This is an optimization exercise on Yosys and OpenROAD, whose aim is small area and a short achievable clock period, not a production implementation.
RTL that was checked went through simulation tests only; none was proved equivalent to the original.
Power and IR drop assume default switching activity.

==> flow/design.v (excerpt) <==
module line_window_feeder #(
  parameter int DATA_W    = 8,
  parameter int MAX_WIDTH = 256,
  parameter int ADDR_W    = 8
) (
  input  logic              clk,
  input  logic              rst_n,
  input  logic              frame_start,
  input  logic [ADDR_W-1:0] img_width,
  input  logic [ADDR_W-1:0] img_height,
  input  logic              in_valid,
  input  logic [DATA_W-1:0] in_pixel,
  output logic              in_ready,
  output logic              validData,
  output logic              start,
  output logic [DATA_W-1:0] pixel_in1,
  output logic [DATA_W-1:0] pixel_in2,
  output logic [DATA_W-1:0] pixel_in3,
  output logic [ADDR_W-1:0] col_addr,
  output logic              frame_done,
  output logic              cfg_err
);
  logic              busy_q, busy_d;
  logic              row1_q, row1_d;
  logic              stream_q, stream_d;
  logic              first_q, first_d;      
  logic [ADDR_W-1:0] seg_en_q, seg_en_d;    
  logic [ADDR_W-1:0] wm1;                   
  logic [ADDR_W-1:0] img_wm1;
  logic [ADDR_W-1:0] col_q, col_d;          
  logic              lastc_q, lastc_d;      
  logic [ADDR_W-1:0] rows_q, rows_d;        
  logic              cfg_err_q, cfg_err_d;
  logic              valid_q, valid_d;
  logic              start_q, start_d;
  logic              done_q, done_d;
  ...
For scale: ~4700 cells after synthesis, about 4100 flip-flops, ~65 I/O pins, ~130000 µm² of cells after synthesis.
==> flow/config.mk <==
export PLATFORM = sky130hd
export DESIGN_NAME = line_window_feeder
export DESIGN_NICKNAME = line_window_feeder
export VERILOG_FILES = /design/flow/design.v
export SDC_FILE = /design/flow/constraint.sdc
export NUM_CORES = 4
export LEC_CHECK = 0
export CAP_MARGIN = 20
export CORE_MARGIN = 2
export CORE_UTILIZATION = 75
export CTS_CLUSTER_DIAMETER = 80
export CTS_CLUSTER_SIZE = 30
export SETUP_SLACK_MARGIN = 3.6
export SLEW_MARGIN = 20
==> flow/constraint.sdc <==
create_clock -name core_clock -period 6.0 [get_ports {clk}]
set_input_delay 1.2000 -clock core_clock [delete_from_list [all_inputs] [get_ports {clk}]]
set_output_delay 1.2000 -clock core_clock [all_outputs]
set_load 0.01 [all_outputs]
standard.sh (not shown) runs the stock make flow with config.mk's settings and CLKGATE_MAP_FILE= SYNTH_SCRIPT=/design/flow/synth_recipe.tcl, a recipe that flattens the netlist after the stock synthesis.
==> flow/flow/run.sh <==
#!/bin/bash
# Own flow: the standard ORFS flow, with one hook before detailed placement that puts
# each flip-flop driving an output port next to that port's output buffer, and one before
# pin placement that keeps the ports together.
set -euo pipefail
here=$(pwd)
export PRE_DETAIL_PLACE_TCL=$here/flow/pre_dpl.tcl
export PRE_IO_PLACEMENT_TCL=$here/flow/pre_io.tcl
bash standard.sh synth > synth.log 2>&1
bash standard.sh floorplan > floorplan.log 2>&1
bash standard.sh place > place.log 2>&1
bash standard.sh cts > cts.log 2>&1
bash standard.sh route > route.log 2>&1
bash standard.sh finish > finish.log 2>&1
Other scripts of this flow, unchanged in this note and not shown: flow/flow/pre_dpl.tcl, flow/flow/pre_io.tcl
Change:
Settings changed: CORE_UTILIZATION 75 to 80.
The new run died in clock tree synthesis (DPL-0033); synthesized cell count stays the same; area after synthesis does not change.
Change:
Settings changed: CORE_UTILIZATION 80 to 70.
The changed run completed without violations.
Area after synthesis stays the same.
Synthesized cell count stays the same.
Change:
Settings changed: CTS_CLUSTER_DIAMETER 80 to 70, CTS_CLUSTER_SIZE 30 to 32.
What happened: Clock power came out higher by about 5%; non-clock buffer count fell by 1; sequential power hardly moves.

---

Setup of north:
The RTL this note starts from:
==> flow/design.v <==
module line_window_feeder #(
  parameter int DATA_W    = 8,
  parameter int MAX_WIDTH = 256,
  parameter int ADDR_W    = 8
) (
  input  logic              clk,
  input  logic              rst_n,
  input  logic              frame_start,
  input  logic [ADDR_W-1:0] img_width,
  input  logic [ADDR_W-1:0] img_height,
  input  logic              in_valid,
  input  logic [DATA_W-1:0] in_pixel,
  output logic              in_ready,
  output logic              validData,
  output logic              start,
  output logic [DATA_W-1:0] pixel_in1,
  output logic [DATA_W-1:0] pixel_in2,
  output logic [DATA_W-1:0] pixel_in3,
  output logic [ADDR_W-1:0] col_addr,
  output logic              frame_done,
  output logic              cfg_err
);
  typedef enum logic [1:0] {IDLE, FILL, STREAM} state_t;
  state_t            state_q, state_d;
  logic              busy_q;               
  logic [ADDR_W-1:0] width_q, width_d;     
  logic [ADDR_W-1:0] wm1_q, wm1_d;         
  logic [ADDR_W-1:0] hm1_q, hm1_d;         
  logic [ADDR_W-1:0] col_q, col_d;
  logic [ADDR_W-1:0] row_q, row_d;
  logic              cfg_err_q, cfg_err_d;
  logic              valid_q, valid_d;
  logic              start_q, start_d;
  logic              done_q, done_d;
  logic [DATA_W-1:0] p1_q, p1_d;
  logic [DATA_W-1:0] p2_q, p2_d;
  logic [DATA_W-1:0] p3_q, p3_d;
  logic [ADDR_W-1:0] caddr_q, caddr_d;
  logic accept;
  logic dims_ok;
  logic last_col;
  logic last_row;
  logic emit;
  assign in_ready = busy_q;
  assign accept   = in_valid & in_ready;
  assign emit     = accept & (state_q == STREAM);
  assign last_col = (col_q == wm1_q);
  assign last_row = (row_q == hm1_q);
  assign dims_ok  = (img_width >= ADDR_W'(3)) && (img_height >= ADDR_W'(3));
  always_comb begin
    state_d   = state_q;
    width_d   = width_q;
    wm1_d     = wm1_q;
    hm1_d     = hm1_q;
    col_d     = col_q;
    row_d     = row_q;
    cfg_err_d = cfg_err_q;
    p1_d      = p1_q;
    p2_d      = p2_q;
    p3_d      = p3_q;
    caddr_d   = caddr_q;
    valid_d   = emit;
    start_d   = emit && (row_q == ADDR_W'(2)) && (col_q == '0);
    done_d    = emit && last_col && last_row;
    if (accept) begin
      if (last_col) begin
        col_d = '0;
        row_d = row_q + 1'b1;
      end else begin
        col_d = col_q + 1'b1;
      end
    end
    if (emit) begin
      p1_d    = line_a_out;
      p2_d    = line_b_out;
      p3_d    = in_pixel;
      caddr_d = col_q;
    end
    unique case (state_q)
      IDLE: begin
        if (frame_start) begin
          if (dims_ok) begin
            width_d   = img_width;
            wm1_d     = img_width - 1'b1;
            hm1_d     = img_height - 1'b1;
            col_d     = '0;
            row_d     = '0;
            cfg_err_d = 1'b0;
            state_d   = FILL;
          end else begin
            cfg_err_d = 1'b1;
          end
        end
      end
      FILL: begin
        if (accept && last_col && (row_q == ADDR_W'(1))) state_d = STREAM;
      end
      STREAM: begin
        if (accept && last_col && last_row) state_d = IDLE;
      end
      default: state_d = IDLE;
    endcase
  end
  always_ff @(posedge clk or negedge rst_n) begin
    if (!rst_n) begin
      state_q   <= IDLE;
      busy_q    <= 1'b0;
      width_q   <= '0;
      wm1_q     <= '0;
      hm1_q     <= '0;
      col_q     <= '0;
      row_q     <= '0;
      cfg_err_q <= 1'b0;
      valid_q   <= 1'b0;
      start_q   <= 1'b0;
      done_q    <= 1'b0;
      p1_q      <= '0;
      p2_q      <= '0;
      p3_q      <= '0;
      caddr_q   <= '0;
    end else begin
      state_q   <= state_d;
      busy_q    <= (state_d != IDLE);
      width_q   <= width_d;
      wm1_q     <= wm1_d;
      hm1_q     <= hm1_d;
      col_q     <= col_d;
      row_q     <= row_d;
      cfg_err_q <= cfg_err_d;
      valid_q   <= valid_d;
      start_q   <= start_d;
      done_q    <= done_d;
      p1_q      <= p1_d;
      p2_q      <= p2_d;
      p3_q      <= p3_d;
      caddr_q   <= caddr_d;
    end
  end
  logic [DATA_W-1:0] line_b_out;    
  logic [DATA_W-1:0] line_a_out;    
  logic [DATA_W-1:0] mid_q;         
  lwf_delay_line #(.DATA_W(DATA_W), .LEN_W(ADDR_W)) u_line_b (
    .clk(clk), .shift(in_valid), .len(width_q), .din(in_pixel), .dout(line_b_out)
  );
  always_ff @(posedge clk) begin
    if (in_valid) mid_q <= line_b_out;
  end
  lwf_delay_line #(.DATA_W(DATA_W), .LEN_W(ADDR_W)) u_line_a (
    .clk(clk), .shift(in_valid), .len(wm1_q), .din(mid_q), .dout(line_a_out)
  );
  assign validData  = valid_q;
  assign start      = start_q;
  assign frame_done = done_q;
  assign pixel_in1  = p1_q;
  assign pixel_in2  = p2_q;
  assign pixel_in3  = p3_q;
  assign col_addr   = caddr_q;
  assign cfg_err    = cfg_err_q;
endmodule
module lwf_delay_line #(
  parameter int DATA_W = 8,
  parameter int LEN_W  = 8
) (
  input  logic              clk,
  input  logic              shift,
  input  logic [LEN_W-1:0]  len,
  input  logic [DATA_W-1:0] din,
  output logic [DATA_W-1:0] dout
);
  logic [DATA_W-1:0] seg_in  [LEN_W+1];
  logic [DATA_W-1:0] seg_out [LEN_W];
  assign seg_in[0] = din;
  for (genvar k = 0; k < LEN_W; k++) begin : g_seg
    logic [DATA_W-1:0] st [2**k];
    always_ff @(posedge clk) begin
      if (shift) begin
        st[0] <= seg_in[k];
        for (int i = 1; i < 2**k; i++) st[i] <= st[i-1];
      end
    end
    assign seg_out[k]  = st[2**k-1];
    assign seg_in[k+1] = len[k] ? seg_out[k] : seg_in[k];
  end
  assign dout = seg_in[LEN_W];
endmodule
==> flow/config.mk <==
export PLATFORM = sky130hd
export DESIGN_NAME = line_window_feeder
export DESIGN_NICKNAME = line_window_feeder
export VERILOG_FILES = /design/flow/design.v
export SDC_FILE = /design/flow/constraint.sdc
export NUM_CORES = 4
export LEC_CHECK = 0
export CAP_MARGIN = 20
export CORE_MARGIN = 2
export CORE_UTILIZATION = 60
export SETUP_SLACK_MARGIN = 3.4
export SLEW_MARGIN = 20
==> flow/constraint.sdc <==
create_clock -name core_clock -period 6.0 [get_ports {clk}]
set_input_delay 1.2000 -clock core_clock [delete_from_list [all_inputs] [get_ports {clk}]]
set_output_delay 1.2000 -clock core_clock [all_outputs]
set_load 0.01 [all_outputs]
run.sh (not shown) runs the stock make flow with config.mk's settings and CLKGATE_MAP_FILE= SYNTH_SCRIPT=/design/flow/synth_recipe.tcl, a recipe that flattens the netlist after the stock synthesis.
Stock flow here: none of the scripts above is used.
The following lists how south was set up differently from north:
- swapping 60 for 80 in CORE_UTILIZATION
- putting PLACE_DENSITY at 0.88 where nothing was set
- putting CTS_CLUSTER_DIAMETER at 60 where nothing was set
- swapping 3.4 for 3.6 in SETUP_SLACK_MARGIN
- putting CTS_CLUSTER_SIZE at 32 where nothing was set
--- outcome ---
Status(south) = ERROR, stage = detailed placement
Starting density of the core is lower on north
Comparing north with south, the synthesized netlist cell count came out essentially unchanged.
north → south: weighted congestion at the end of routability-driven global placement rose by 8.8%, synthesized cell area did not really move, number of distinct standard cells referenced by the synthesized netlist comparable.
Compared with north, in south number of enable-type register cells in the synthesized netlist shows no meaningful change; sum of net half-perimeters after detailed placement went up by about 65%; row count dropped 23; xor and xnor area share after synthesis level; post-synthesis sequential element count closely matched the old numbers.
south vs north — height of the die dropped by more than 10%
Input changes introduced in east (baseline for comparison: south):
- removing PLACE_DENSITY (formerly 0.88)
- changing SETUP_SLACK_MARGIN from 3.6 to 3.4
- changing CORE_UTILIZATION from 80 to 60
- changing CTS_CLUSTER_DIAMETER from 60 to 80
[summary]
As far as complex-gate fraction of the synthesized area goes, south and east are indistinguishable; the numbers are identical.
Going from south to east, number of buffers inserted by port buffering has remained practically unchanged, vertical extent of the die has increased, final RePlAce weighted congestion has decreased.
Total half-perimeter wirelength after legalization and detailed placement, east vs south: down by more than a quarter
Gate count after technology mapping came out exactly the same in south and east.
east and south ended up with roughly the same mean instance size in the synthesized netlist.
The share of async-settable or async-resettable flops after synthesis of east and that of south are within noise of each other.
east — initial core utilization 20 points lower, south as reference
Per the final summary, east finished and its layout is clean on timing, DRC and antenna.
Diff south -> east: die extent in x saw an increase, number of standard-cell rows in the floorplan saw an increase.
No run of this note included a check of the RTL's function; only the layout flow was run.

[afterwards: timing with drivers on the ports]
No port has a modelled driver above. Below, the same layouts with a new extraction and two added sets of constraints.
Step 1 (the two cells are an assumption about what drives the block):
set clk [get_ports {clk}]
set_driving_cell -lib_cell sky130_fd_sc_hd__clkbuf_16 $clk
set_driving_cell -lib_cell sky130_fd_sc_hd__buf_2 [delete_from_list [all_inputs] $clk]
Step 2, shift: input delay + t, output delay - t, t = (earliest + latest rising clock arrival at the registers) / 2. This alone moves slack from input paths to output paths.
a / b / c = ideal ports / drivers / drivers and shift; a / b = the first two.
run | t (ns) | setup slack, ns | worst hold slack (ns)
the first run of note 1 | 0.883 | 3.424 / 3.357 / 2.632 | 0.413 / 0.413 / 0.413
the third run of note 1 | 0.895 | 3.412 / 3.343 / 2.625 | 0.413 / 0.413 / 0.413
the fourth run of note 1 | 0.891 | 3.406 / 3.338 / 2.726 | 0.408 / 0.408 / 0.408
north | 1.007 | 3.203 / 3.116 / 2.480 | 0.106 / 0.042 / 0.379
east | 0.889 | 3.297 / 3.208 / 2.477 | 0.217 / 0.151 / 0.402
After both steps setup and hold are still met in every run listed. The setup slack of east, which loses most, moves by -0.089 ns with the drivers and by -0.820 ns with both steps.
